This design comes from an exercise in tuning for small area on the open sky130 flow, not from production work.
In this exercise RTL edits were held to simulation tests only and were not proved equivalent to the original.
Power and IR drop assume default switching activity.

==> zinc: inputs <==
Design cluster_centroid_n, start of the top module:
module cluster_centroid_n #(
  parameter int IMG_WIDTH    = 640,
  parameter int IMG_HEIGHT   = 480,
  parameter int NUM_CLUSTERS = 3,
  parameter int COLOR_W      = 12,
  parameter int DIST_THRESH  = 64,
  parameter int MIN_COUNT    = 4,
  localparam int XW = $clog2(IMG_WIDTH),
  localparam int YW = $clog2(IMG_HEIGHT),
  localparam int IW = (NUM_CLUSTERS > 1) ? $clog2(NUM_CLUSTERS) : 1
) (
  input  logic                         clk,
  input  logic                         rst,
  input  logic signed [COLOR_W-1:0]    pixel_r,
  input  logic signed [COLOR_W-1:0]    pixel_g,
  input  logic signed [COLOR_W-1:0]    pixel_b,
  input  logic                         pixel_valid,
  input  logic [XW-1:0]                x,
  input  logic [YW-1:0]                y,
  input  logic                         ref_wr_en,
  input  logic [IW-1:0]                ref_wr_idx,
  input  logic signed [COLOR_W-1:0]    ref_wr_r,
  input  logic signed [COLOR_W-1:0]    ref_wr_g,
  input  logic signed [COLOR_W-1:0]    ref_wr_b,
  output logic [NUM_CLUSTERS*XW-1:0]   centroid_x,
  output logic [NUM_CLUSTERS*YW-1:0]   centroid_y,
  output logic [NUM_CLUSTERS-1:0]      found,
  ...
Settings: LEC_CHECK=0, CAP_MARGIN=30, CORE_MARGIN=2, CORE_UTILIZATION=70, CTS_CLUSTER_DIAMETER=90, CTS_CLUSTER_SIZE=26, GPL_TIMING_DRIVEN=0, SLEW_MARGIN=30; clock period 8.0 ns.
standard.sh (not shown) runs the stock make flow with config.mk's settings and CLKGATE_MAP_FILE= SYNTH_SCRIPT=/design/flow/synth_recipe.tcl, a recipe that flattens the netlist after the stock synthesis.
==> flow/flow/run.sh <==
#!/bin/bash
# The standard synthesis; then each 2:1 multiplexer cell of the gate
# netlist becomes the smaller AND-OR cell of the same function (muxopt.py),
# keeping its function and its registers; then the standard layout, with
# the smallest buffer on the ports and power recovery (downsizing gates off
# the critical paths) after global routing.
# Every tool writes its full output to a log file in this folder.
set -euo pipefail
export BUFFER_PORTS_ARGS="-buffer_cell sky130_fd_sc_hd__buf_1"
export RECOVER_POWER=100
R="$PWD/orfs/results/${FLOW_PLATFORM}/cluster_centroid_n/base"
bash standard.sh "$R/1_2_yosys.v" > flow_synth.log 2>&1
cp "$R/1_2_yosys.v" "$R/1_2_yosys.std.v"
python3 flow/muxopt.py "$R/1_2_yosys.std.v" "$R/1_2_yosys.mux.v" > flow_muxopt.log 2>&1
mv "$R/1_2_yosys.mux.v" "$R/1_2_yosys.v"
bash standard.sh > flow_make.log 2>&1
==> flow/flow/muxopt.py <==
#!/usr/bin/env python3
"""Rewrite a flat gate netlist (Yosys write_verilog of sky130hd cells): each
2:1 multiplexer cell becomes an AND-OR cell of the same function, which is
smaller: mux2 (X = S ? A1 : A0) -> a22o (X = S&A1 | ~S&A0), mux2i -> a22oi.
One inverter per select net gives ~S."""
import re, sys

src = open(sys.argv[1]).read()
out_path = sys.argv[2]
m = re.search(r'^module\s+(\S+)\s*\((.*?)\);', src, re.S | re.M)
body_start = m.end()
end_idx = src.rindex('endmodule')
header = src[:body_start]
body = src[body_start:end_idx]
decl_re = re.compile(r'^\s*(input|output|wire|inout)\b[^;]*;', re.M)
cell_re = re.compile(r'^\s*(sky130_fd_sc_hd__\w+)\s+(\S+)\s*\((.*?)\);', re.S | re.M)
pin_re = re.compile(r'\.(\w+)\(\s*(.*?)\s*\)\s*(?:,|$)', re.S)
decls = [d.group(0) for d in decl_re.finditer(body)]
cells = []
for c in cell_re.finditer(body):
    pins = [(p, n.strip()) for p, n in pin_re.findall(c.group(3) + ',')]
    cells.append([c.group(1), c.group(2), pins])
rest = cell_re.sub('', decl_re.sub('', body)).strip()
if rest:
    sys.exit('unexpected netlist content: ' + rest[:200])

def net(n):
    return n + (' ' if n.startswith('\\') else '')

nsel = {}
new_decls, new_cells, lines = [], [], []
count = 0
for t, n, pins in cells:
    mm = re.match(r'sky130_fd_sc_hd__(mux2i?)_\d+$', t)
    if mm:
        d = dict(pins)
        s = d['S']
        if s.startswith("1'"):
            mm = None
    if mm:
        if s not in nsel:
            k = len(nsel) + 1
            nsel[s] = f'_muxopt_nsel{k}_'
            new_decls.append(f'  wire {nsel[s]};')
            new_cells.append(f'  sky130_fd_sc_hd__inv_1 _muxopt_inv{k}_ (\n    .A({net(s)}),\n    .Y({nsel[s]})\n  );')
        inv = mm.group(1) == 'mux2i'
        newt = 'sky130_fd_sc_hd__a22oi_1' if inv else 'sky130_fd_sc_hd__a22o_1'
        outp = 'Y' if inv else 'X'
        lines.append(f'  {newt} {n} (\n    .A1({net(s)}),\n    .A2({net(d["A1"])}),\n    .B1({nsel[s]}),\n    .B2({net(d["A0"])}),\n    .{outp}({net(d[outp])})\n  );')
        count += 1
        continue
    ps = [f'    .{p}({net(x)})' for p, x in pins]
    lines.append(f'  {t} {n} (\n' + ',\n'.join(ps) + '\n  );')
print(f'multiplexers rewritten: {count}, select inverters: {len(nsel)}', file=sys.stderr)
with open(out_path, 'w') as f:
    f.write(header + '\n' + '\n'.join(decls) + '\n' + '\n'.join(new_decls) + '\n' + '\n'.join(lines) + '\n' + '\n'.join(new_cells) + '\nendmodule\n')
==> onyx: changes against zinc <==
--- a/flow/design.v
+++ b/flow/design.v
@@ -74,20 +74,17 @@
   logic [NUM_CLUSTERS-1:0] w_cls;
   logic [NUM_CLUSTERS-1:0] r_hit;
   logic                    r_eof, r_s2_eof;
   logic [XW-1:0]           r_x;
   logic [YW-1:0]           r_y;
-  localparam int SCW = $clog2(NDIV * SUM_W + 3);
-  logic             w_frz;
   logic [CW-1:0]    r_cnt [NUM_CLUSTERS];
-  logic [SCW-1:0]   r_scnt [NUM_CLUSTERS];
-  logic [SCW-1:0]   w_fin_scnt [NUM_CLUSTERS];
   logic [SUM_W-1:0] r_sx  [NUM_CLUSTERS];
   logic [SUM_W-1:0] r_sy  [NUM_CLUSTERS];
   logic [CW-1:0]    w_fin_cnt [NUM_CLUSTERS];
   logic [SUM_W-1:0] w_fin_sx  [NUM_CLUSTERS];
   logic [SUM_W-1:0] w_fin_sy  [NUM_CLUSTERS];
+  logic [CW-1:0]    r_snap_cnt [NUM_CLUSTERS];
   logic [CH_W:0]    r_ch;
   logic [CH_W-1:0]  w_ch_load;
   logic             r_busy;
   logic [SW-1:0]    r_sel;
   logic [BW-1:0]    r_bit;
@@ -99,20 +96,24 @@
   logic [NUM_CLUSTERS*XW-1:0] r_centroid_x;
   logic [NUM_CLUSTERS*YW-1:0] r_centroid_y;
   logic [NUM_CLUSTERS-1:0]    r_found;
   logic                       r_frame_done, r_overrun;
   always_ff @(posedge clk) begin
-    for (int k = 0; k < NUM_CLUSTERS; k++) begin
-      logic ld, hold;
-      ld   = ref_wr_en && ref_wr_idx == IW'(k) && !rst;
-      hold = !ld && !rst;
-      r_ref_r[k] <= (ref_wr_r & {COLOR_W{ld}}) | (r_ref_r[k] & {COLOR_W{hold}})
-                  | (COLOR_W'(50  + 450 * k) & {COLOR_W{rst}});
-      r_ref_g[k] <= (ref_wr_g & {COLOR_W{ld}}) | (r_ref_g[k] & {COLOR_W{hold}})
-                  | (COLOR_W'(100 + 450 * k) & {COLOR_W{rst}});
-      r_ref_b[k] <= (ref_wr_b & {COLOR_W{ld}}) | (r_ref_b[k] & {COLOR_W{hold}})
-                  | (COLOR_W'(150 + 450 * k) & {COLOR_W{rst}});
+    if (rst) begin
+      for (int k = 0; k < NUM_CLUSTERS; k++) begin
+        r_ref_r[k] <= COLOR_W'(50  + 450 * k);
+        r_ref_g[k] <= COLOR_W'(100 + 450 * k);
+        r_ref_b[k] <= COLOR_W'(150 + 450 * k);
+      end
+    end else begin
+      for (int k = 0; k < NUM_CLUSTERS; k++) begin
+        if (ref_wr_en && ref_wr_idx == IW'(k)) begin
+          r_ref_r[k] <= ref_wr_r;
+          r_ref_g[k] <= ref_wr_g;
+          r_ref_b[k] <= ref_wr_b;
+        end
+      end
     end
   end
   always_comb begin
     for (int k = 0; k < NUM_CLUSTERS; k++) begin
       logic [7:0] dr, dg, db;
@@ -142,58 +143,48 @@
   function automatic logic [SUM_W-1:0] acc_add(
     input logic [SUM_W-1:0] acc,
     input logic [XW-1:0]    v
   );
     logic [SUM_W-1:0] r;
-    logic c, c_lo;
+    logic c;
     c = 1'b0;
     for (int i = 0; i < XW; i++) begin
       r[i] = acc[i] ^ v[i] ^ c;
       c = (acc[i] & v[i]) | (acc[i] & c) | (v[i] & c);
     end
-    c_lo = c;
     for (int i = XW; i < SUM_W; i++) begin
-      if (i == (XW + SUM_W) / 2) c = c_lo & (&acc[(XW + SUM_W) / 2 - 1:XW]);
+      if (i == (XW + SUM_W) / 2) c = c & (&acc[(XW + SUM_W) / 2 - 1:XW]);
       r[i] = acc[i] ^ c;
       if (i != (XW + SUM_W) / 2 - 1) c = acc[i] & c;
     end
     acc_add = r;
   endfunction
   always_comb begin
     for (int k = 0; k < NUM_CLUSTERS; k++) begin
       logic c;
-      c = r_hit[k] && !w_frz;
+      c = r_hit[k];
       for (int i = 0; i < CW; i++) begin
         w_fin_cnt[k][i] = r_cnt[k][i] ^ c;
         c = r_cnt[k][i] & c;
       end
-      c = r_hit[k] && w_frz;
-      for (int i = 0; i < SCW; i++) begin
-        w_fin_scnt[k][i] = r_scnt[k][i] ^ c;
-        c = r_scnt[k][i] & c;
-      end
       w_fin_sx[k] = acc_add(r_sx[k], r_hit[k] ? r_x : '0);
       w_fin_sy[k] = acc_add(r_sy[k], r_hit[k] ? XW'(r_y) : '0);
     end
   end
   always_ff @(posedge clk) begin
     for (int k = 0; k < NUM_CLUSTERS; k++) begin
       if (rst || r_eof) begin
+        r_cnt[k] <= '0;
         r_sx[k]  <= '0;
         r_sy[k]  <= '0;
       end else begin
+        r_cnt[k] <= w_fin_cnt[k];
         r_sx[k]  <= w_fin_sx[k];
         r_sy[k]  <= w_fin_sy[k];
       end
-      if (rst)         r_cnt[k] <= '0;
-      else if (w_load) r_cnt[k] <= CW'(w_fin_scnt[k]);
-      else             r_cnt[k] <= w_fin_cnt[k];
-      if (rst || r_eof || w_load) r_scnt[k] <= '0;
-      else                        r_scnt[k] <= w_fin_scnt[k];
-    end
-  end
-  assign w_frz = r_busy || r_s2_eof;
+    end
+  end
   assign w_load    = r_busy && r_sel == LOAD_SEL;
   assign w_div     = r_busy && !w_load;
   assign w_last    = r_bit == LAST_BIT;
   assign w_idle_nx = (!r_busy && !r_s2_eof) || w_load;
   assign w_snap    = r_eof && w_idle_nx;
@@ -204,11 +195,11 @@
     end
   end
   always_comb begin
     logic [CW:0] nd, diff, d0, d1;
     logic c, c0, c1;
-    w_divisor = r_cnt[r_sel[SW-1] ? NUM_CLUSTERS-1 : int'(r_sel[SW-2])];
+    w_divisor = r_snap_cnt[r_sel >> 1];
     w_rem_sh  = {r_rem, r_ch[CH_W]};
     nd = ~{1'b0, w_divisor};
     c  = 1'b1;
     for (int i = 0; i < CW/2; i++) begin
       diff[i] = w_rem_sh[i] ^ nd[i] ^ c;
@@ -224,18 +215,19 @@
     end
     for (int i = CW/2; i <= CW; i++) diff[i] = c ? d1[i] : d0[i];
     d0[CW/2-1:0] = '0;
     d1[CW/2-1:0] = '0;
     w_ge     = c ? c1 : c0;
-    w_rem_nx = (diff[CW-1:0] & {CW{w_ge && w_div && !w_last}})
-             | (w_rem_sh[CW-1:0] & {CW{!w_ge && w_div && !w_last}});
+    w_rem_nx = w_ge ? diff[CW-1:0] : w_rem_sh[CW-1:0];
   end
   always_ff @(posedge clk) begin
     r_ch[CH_W] <= r_ch[CH_W-1];
     if (w_snap) r_ch[CH_W-1:0] <= w_ch_load;
     else        r_ch[CH_W-1:0] <= {r_ch[CH_W-2:0], w_ge};
-    r_rem <= w_rem_nx;
+    r_rem <= (!w_div || w_last) ? '0 : w_rem_nx;
+    if (w_snap)
+      for (int k = 0; k < NUM_CLUSTERS; k++) r_snap_cnt[k] <= w_fin_cnt[k];
   end
   always_ff @(posedge clk) begin
     if (rst) begin
       r_busy       <= 1'b0;
       r_sel        <= '0;
@@ -255,12 +247,12 @@
           r_bit  <= '0;
         end
       end else if (w_load) begin
         r_busy <= 1'b0;
         for (int k = 0; k < NUM_CLUSTERS; k++) begin
-          r_found[k] <= r_cnt[k] >= CW'(MIN_COUNT);
-          if (r_cnt[k] >= CW'(MIN_COUNT)) begin
+          r_found[k] <= r_snap_cnt[k] >= CW'(MIN_COUNT);
+          if (r_snap_cnt[k] >= CW'(MIN_COUNT)) begin
             r_centroid_x[k*XW +: XW] <= r_ch[CH_W - (2*k+1)*SUM_W +: XW];
             r_centroid_y[k*YW +: YW] <= r_ch[CH_W - (2*k+2)*SUM_W +: YW];
           end
         end
       end else if (w_last) begin
==> flow/flow/run.sh (replaced) <==
#!/bin/bash
# The standard layout, with the smallest buffer on the input and output ports.
set -euo pipefail
export BUFFER_PORTS_ARGS="-buffer_cell sky130_fd_sc_hd__buf_1"
bash standard.sh > flow_make.log 2>&1
==> flow/config.mk (replaced) <==
export PLATFORM = sky130hd
export DESIGN_NAME = cluster_centroid_n
export DESIGN_NICKNAME = cluster_centroid_n
export VERILOG_FILES = /design/flow/design.v
export SDC_FILE = /design/flow/constraint.sdc
export NUM_CORES = 4
export LEC_CHECK = 0
export CAP_MARGIN = 20
export CORE_MARGIN = 2
export CORE_UTILIZATION = 60
export CTS_BUF_LIST = sky130_fd_sc_hd__clkbuf_8 sky130_fd_sc_hd__clkbuf_16
export CTS_CLUSTER_DIAMETER = 90
export CTS_CLUSTER_SIZE = 26
export GPL_TIMING_DRIVEN = 0
export SLEW_MARGIN = 20
removed: flow/flow/muxopt.py
==> harbor: changes against zinc <==
--- a/flow/flow/run.sh
+++ b/flow/flow/run.sh
@@ -6,10 +6,11 @@
 # the critical paths) after global routing.
 # Every tool writes its full output to a log file in this folder.
 set -euo pipefail
 export BUFFER_PORTS_ARGS="-buffer_cell sky130_fd_sc_hd__buf_1"
 export RECOVER_POWER=100
+export REMOVE_ABC_BUFFERS=1
 R="$PWD/orfs/results/${FLOW_PLATFORM}/cluster_centroid_n/base"
 bash standard.sh "$R/1_2_yosys.v" > flow_synth.log 2>&1
 cp "$R/1_2_yosys.v" "$R/1_2_yosys.std.v"
 python3 flow/muxopt.py "$R/1_2_yosys.std.v" "$R/1_2_yosys.mux.v" > flow_muxopt.log 2>&1
 mv "$R/1_2_yosys.mux.v" "$R/1_2_yosys.v"
==> results.txt <==
|  | zinc | onyx | harbor |
|---|---|---|---|
| Clock Skews | 31.10 ps | 22.03 ps | 28.97 ps |
| DP Worst Slack | -951.1 ps | -916.5 ps | -692.7 ps |
| VDD IR max | 0.4529 mV | 0.3231 mV | 0.4246 mV |
| Via count of the first global-routing pass | 21080 | 20700 | 20650 |
| Slack of the worst reg-to-reg path | 490 ps | 310 ps | 720 ps |
| Critical path capture point | r_hit[1]$_SDFF_PN0_ | r_hit[0]$_SDFF_PN0_ | r_hit[0]$_SDFF_PN0_ |
| Drt via density | 6.011 | 5.553 | 5.978 |
| Status | complete, no violations | complete, no violations | complete, but fails checks |
| Violated checks | - | - | max-capacitance violations, max-slew violations |
| Total routed wire length on the met1 layer | 30870 microns | 31870 microns | 29290 microns |
| Synthesized area per cell | 10.81 sq um | 11.05 sq um | 10.81 sq um |
| Relative area change from synthesis to final layout | 7.206% | 9.078% | 6.543% |
| Flip-flop and latch share of the layout cell area | 40.58% | 41.56% | 40.84% |
| Flop pwr share | 38.0% | 37.3% | 38.4% |
| Total power | 8.516 mW | 9.231 mW | 8.431 mW |
| Detailed route wirelength on metal2 | 32490 microns | 35370 microns | 30990 microns |
| Final critical-path share of the clock period | 98.55% | 96.74% | 97.11% |
| Detailed placer's ending HPWL | 54110 microns | 58490 microns | 50110 microns |
| Number of multi-input combinational cells in the layout | 1799 | 1852 | 1799 |
| Footprint of the multi-input gates | 0.01561 sq mm | 0.01605 sq mm | 0.01559 sq mm |
| Fin cells | 3452 | 3701 | 3384 |
| Gate Count Post-Synth | 2725 | 2807 | 2725 |
| Bufs and invs on worst path | 3 | 5 | 4 |
| Wire length reported by the detailed router | 70070 microns | 74810 microns | 65640 microns |

==> port drivers added, routing unchanged <==
Ports are ideal in the flow. The routed layouts listed here were re-timed in OpenROAD. Step 1, drivers: a clkbuf_16 drives clk and a buf_2 each remaining input, both assumed. Step 2 adds t to the input delays and takes it off the output delays; t is the mean of the earliest and latest rising clock arrival at the registers after step 1. Input paths then give back, and output paths get back, about the clock's delay inside the block. a / b / c = ideal / step 1 / step 2; a / b = the first two.
run | t, ns | setup WS [ns] | slew at the worst register clock pin (ns)
zinc | 0.678 | 0.116 / 0.153 / -0.525 | 0.11 / 0.11
onyx | 0.637 | 0.261 / 0.294 / -0.343 | 0.10 / 0.10
harbor | 0.667 | 0.231 / 0.270 / -0.397 | 0.10 / 0.10
The setup slack of zinc, which loses most, moves by +0.037 ns with the drivers and by -0.641 ns with both steps.
